This design comes from an exercise in tuning for small area on the open sky130 flow, not from production work. In this exercise RTL edits were held to simulation tests only and were not proved equivalent to the original. No driver is modelled on the clock port, so clocking that relies on it looks cheaper here than on a real chip. Power and IR drop assume default switching activity.

Setup of old:
==> flow/design.v (excerpt) <==
module btb_predictor (
  input  logic        gated_clock_PC,
  input  logic        rst,
  input  logic [31:0] fetch_pc,
  output logic        pred_taken,
  output logic [31:0] pred_target,
  input  logic        upd_valid,
  input  logic [31:0] upd_pc,
  input  logic        upd_taken,
  input  logic [31:0] upd_target,
  input  logic        upd_mispredict,
  input  logic        btb_clear,
  output logic [15:0] mispred_cnt
);
export LEC_CHECK = 0
export CAP_MARGIN = 20
export CORE_MARGIN = 2
export CORE_UTILIZATION = 60
export PLACE_DENSITY = 0.7
export SETUP_SLACK_MARGIN = 0.2
export SLEW_MARGIN = 20
export SYNTH_HIERARCHICAL = 1
create_clock -name core_clock -period 10.0 [get_ports {gated_clock_PC}]
standard.sh (not shown) runs the stock make flow with config.mk's settings and CLKGATE_MAP_FILE= SYNTH_SCRIPT=/design/flow/synth_recipe.tcl, a recipe that flattens the netlist after the stock synthesis.
==> flow/flow/run.sh <==
#!/bin/bash
# Own layout flow: the standard ORFS flow (standard.sh), with plain buffers on
# the ports, a clock tree of clkbuf_8 without dummy loads, and an area-recovery
# pass (downsizing off the critical paths) after CTS. Every tool's output stays
# in the ORFS logs under orfs/logs; make's own output goes to flow_make.log here.
set -euo pipefail
here=$(pwd)
bash standard.sh \
  "BUFFER_PORTS_ARGS=-buffer_cell sky130_fd_sc_hd__buf_1" \
  "CTS_ARGS=-sink_clustering_enable -repair_clock_nets -buf_list sky130_fd_sc_hd__clkbuf_8 -sink_clustering_size 16 -sink_clustering_max_diameter 60 -dont_use_dummy_load" \
  "POST_CTS_TCL=$here/flow/post_cts.tcl" \
  finish > "$here/flow_make.log" 2>&1
==> flow/flow/post_cts.tcl <==
foreach inst [[ord::get_db_block] getInsts] {
  if {[[$inst getMaster] getName] eq "sky130_fd_sc_hd__a22oi_2"} {
    replace_cell [get_cells [$inst getName]] sky130_fd_sc_hd__a22oi_1
  }
}
estimate_parasitics -placement
log_cmd repair_timing -recover_power 100 -setup_margin 0.3 -verbose
log_cmd detailed_placement
check_placement -verbose
old finished all stages; the layout is clean.
Here is what was changed in the inputs of new compared with old.
==> flow/flow/post_cts.tcl <==
# After CTS and its timing repair: give back area on paths with slack to spare.
log_cmd repair_timing -recover_power 100 -setup_margin 0.3 -verbose
log_cmd detailed_placement
check_placement -verbose
[summary]
Share of cell area taken by flip-flops and latches in new is 0.28 points below old. The fraction of power consumed by the clock network of new and that of old are within noise of each other. Compared new against old; final standard cell count with taps included and fillers excluded within noise. new vs. old: final total power saw little to no change; global-route usage saw little to no change; worst slew margin relative to its limit saw an increase; core utilization saw an increase. On amount of wire on met3 after detailed routing, old and new are basically level.

* * *

Starting RTL as in the previous note.
Settings: LEC_CHECK=0, CAP_MARGIN=20, CORE_MARGIN=2, CORE_UTILIZATION=65, PLACE_DENSITY=0.75, SETUP_SLACK_MARGIN=0.2, SLEW_MARGIN=20, SYNTH_HIERARCHICAL=1; clock period 10.0 ns.
==> flow/flow/post_cts.tcl <==
# After CTS and its timing repair: give back area on paths with slack to spare.
log_cmd repair_timing -recover_power 100 -setup_margin 0.3 -verbose
log_cmd detailed_placement
check_placement -verbose
Scripts as last shown in full above: flow/flow/run.sh
The starting point passed the timing, DRC and antenna checks.
Change:
--- a/flow/flow/run.sh
+++ b/flow/flow/run.sh
@@ -8,5 +8,5 @@
 bash standard.sh \
   "BUFFER_PORTS_ARGS=-buffer_cell sky130_fd_sc_hd__buf_1" \
-  "CTS_ARGS=-sink_clustering_enable -repair_clock_nets -buf_list sky130_fd_sc_hd__clkbuf_8 -sink_clustering_size 16 -sink_clustering_max_diameter 60 -dont_use_dummy_load" \
+  "CTS_ARGS=-sink_clustering_enable -repair_clock_nets -buf_list sky130_fd_sc_hd__clkbuf_8 -sink_clustering_size 17 -sink_clustering_max_diameter 70 -dont_use_dummy_load" \
   "POST_CTS_TCL=$here/flow/post_cts.tcl" \
   finish > "$here/flow_make.log" 2>&1
==> flow/flow/post_cts.tcl (replaced) <==
set lib_cells {}
foreach inst [[ord::get_db_block] getInsts] {
  set m [[$inst getMaster] getName]
  if {![regexp {^sky130_fd_sc_hd__(a\w+|o\w+|nand\w+|nor\w+|xor\w+|xnor\w+|and\w+|or\w+|mux\w+)_(2|4)$} $m -> base drv]} continue
  set small sky130_fd_sc_hd__${base}_1
  if {[[ord::get_db] findMaster $small] eq "NULL"} continue
  replace_cell [get_cells [$inst getName]] $small
}
estimate_parasitics -placement
log_cmd repair_timing -recover_power 100 -setup_margin 0.3 -verbose
log_cmd detailed_placement
check_placement -verbose
--- a/flow/config.mk
+++ b/flow/config.mk
@@ -8,6 +8,6 @@
 export CAP_MARGIN = 20
 export CORE_MARGIN = 2
-export CORE_UTILIZATION = 65
-export PLACE_DENSITY = 0.75
+export CORE_UTILIZATION = 60
+export PLACE_DENSITY = 0.7
 export SETUP_SLACK_MARGIN = 0.2
 export SLEW_MARGIN = 20
What happened: Worst setup slack improves by 0.10 ns. Routed wire length increases by 1.5%. Core utilization decreases by 5.8 points. Area after synthesis is unchanged. Combinational power stays flat.
Change:
==> flow/flow/post_cts.tcl (replaced) <==
foreach inst [[ord::get_db_block] getInsts] {
  if {[[$inst getMaster] getName] eq "sky130_fd_sc_hd__a22oi_2"} {
    replace_cell [get_cells [$inst getName]] sky130_fd_sc_hd__a22oi_1
  }
}
estimate_parasitics -placement
log_cmd repair_timing -recover_power 100 -setup_margin 0.3 -verbose
log_cmd detailed_placement
check_placement -verbose
Outcome:
- total power hardly moves
- global-route usage is about the same
- sequential share of layout area grows by 0.36 points
- count of clock-buffer cells in the layout stays the same

==> separate check: timing with driven ports <==
The results above use ideal ports. As a check the final layouts listed here were re-extracted and re-timed, cells and wires unchanged.
Step 1 assumes that a clkbuf_16 drives the clock port and a buf_2 every other input.
Step 2 moves the port delays by t, midway between the first and last clock arrival at a register: inputs arrive t later, outputs are due t later. That takes back most of the time a late clock gives input paths.
Slacks: no drivers / after step 1 / after step 2; pairs: no drivers / after step 1.
run	t (ns)	slack for setup (ns)	hold WS [ns]	worst register clock-pin slew, ns	cell pins on the clock port's net
old	0.950	0.822 / 0.657 / 0.657	0.476 / 0.476 / 0.476	0.11 / 0.11	1
new	0.957	0.867 / 0.694 / 0.694	0.474 / 0.474 / 0.474	0.11 / 0.11	1
the first run of note 2	0.946	0.641 / 0.464 / 0.464	0.474 / 0.474 / 0.474	0.11 / 0.11	1
the second run of note 2	0.941	0.741 / 0.577 / 0.577	0.482 / 0.482 / 0.482	0.11 / 0.11	1
the third run of note 2	0.943	0.728 / 0.553 / 0.553	0.479 / 0.479 / 0.479	0.11 / 0.11	1
After both steps setup and hold are still met in every run listed. The setup slack of the first run of note 2, which loses most, moves by -0.177 ns with the drivers and by -0.177 ns with both steps.
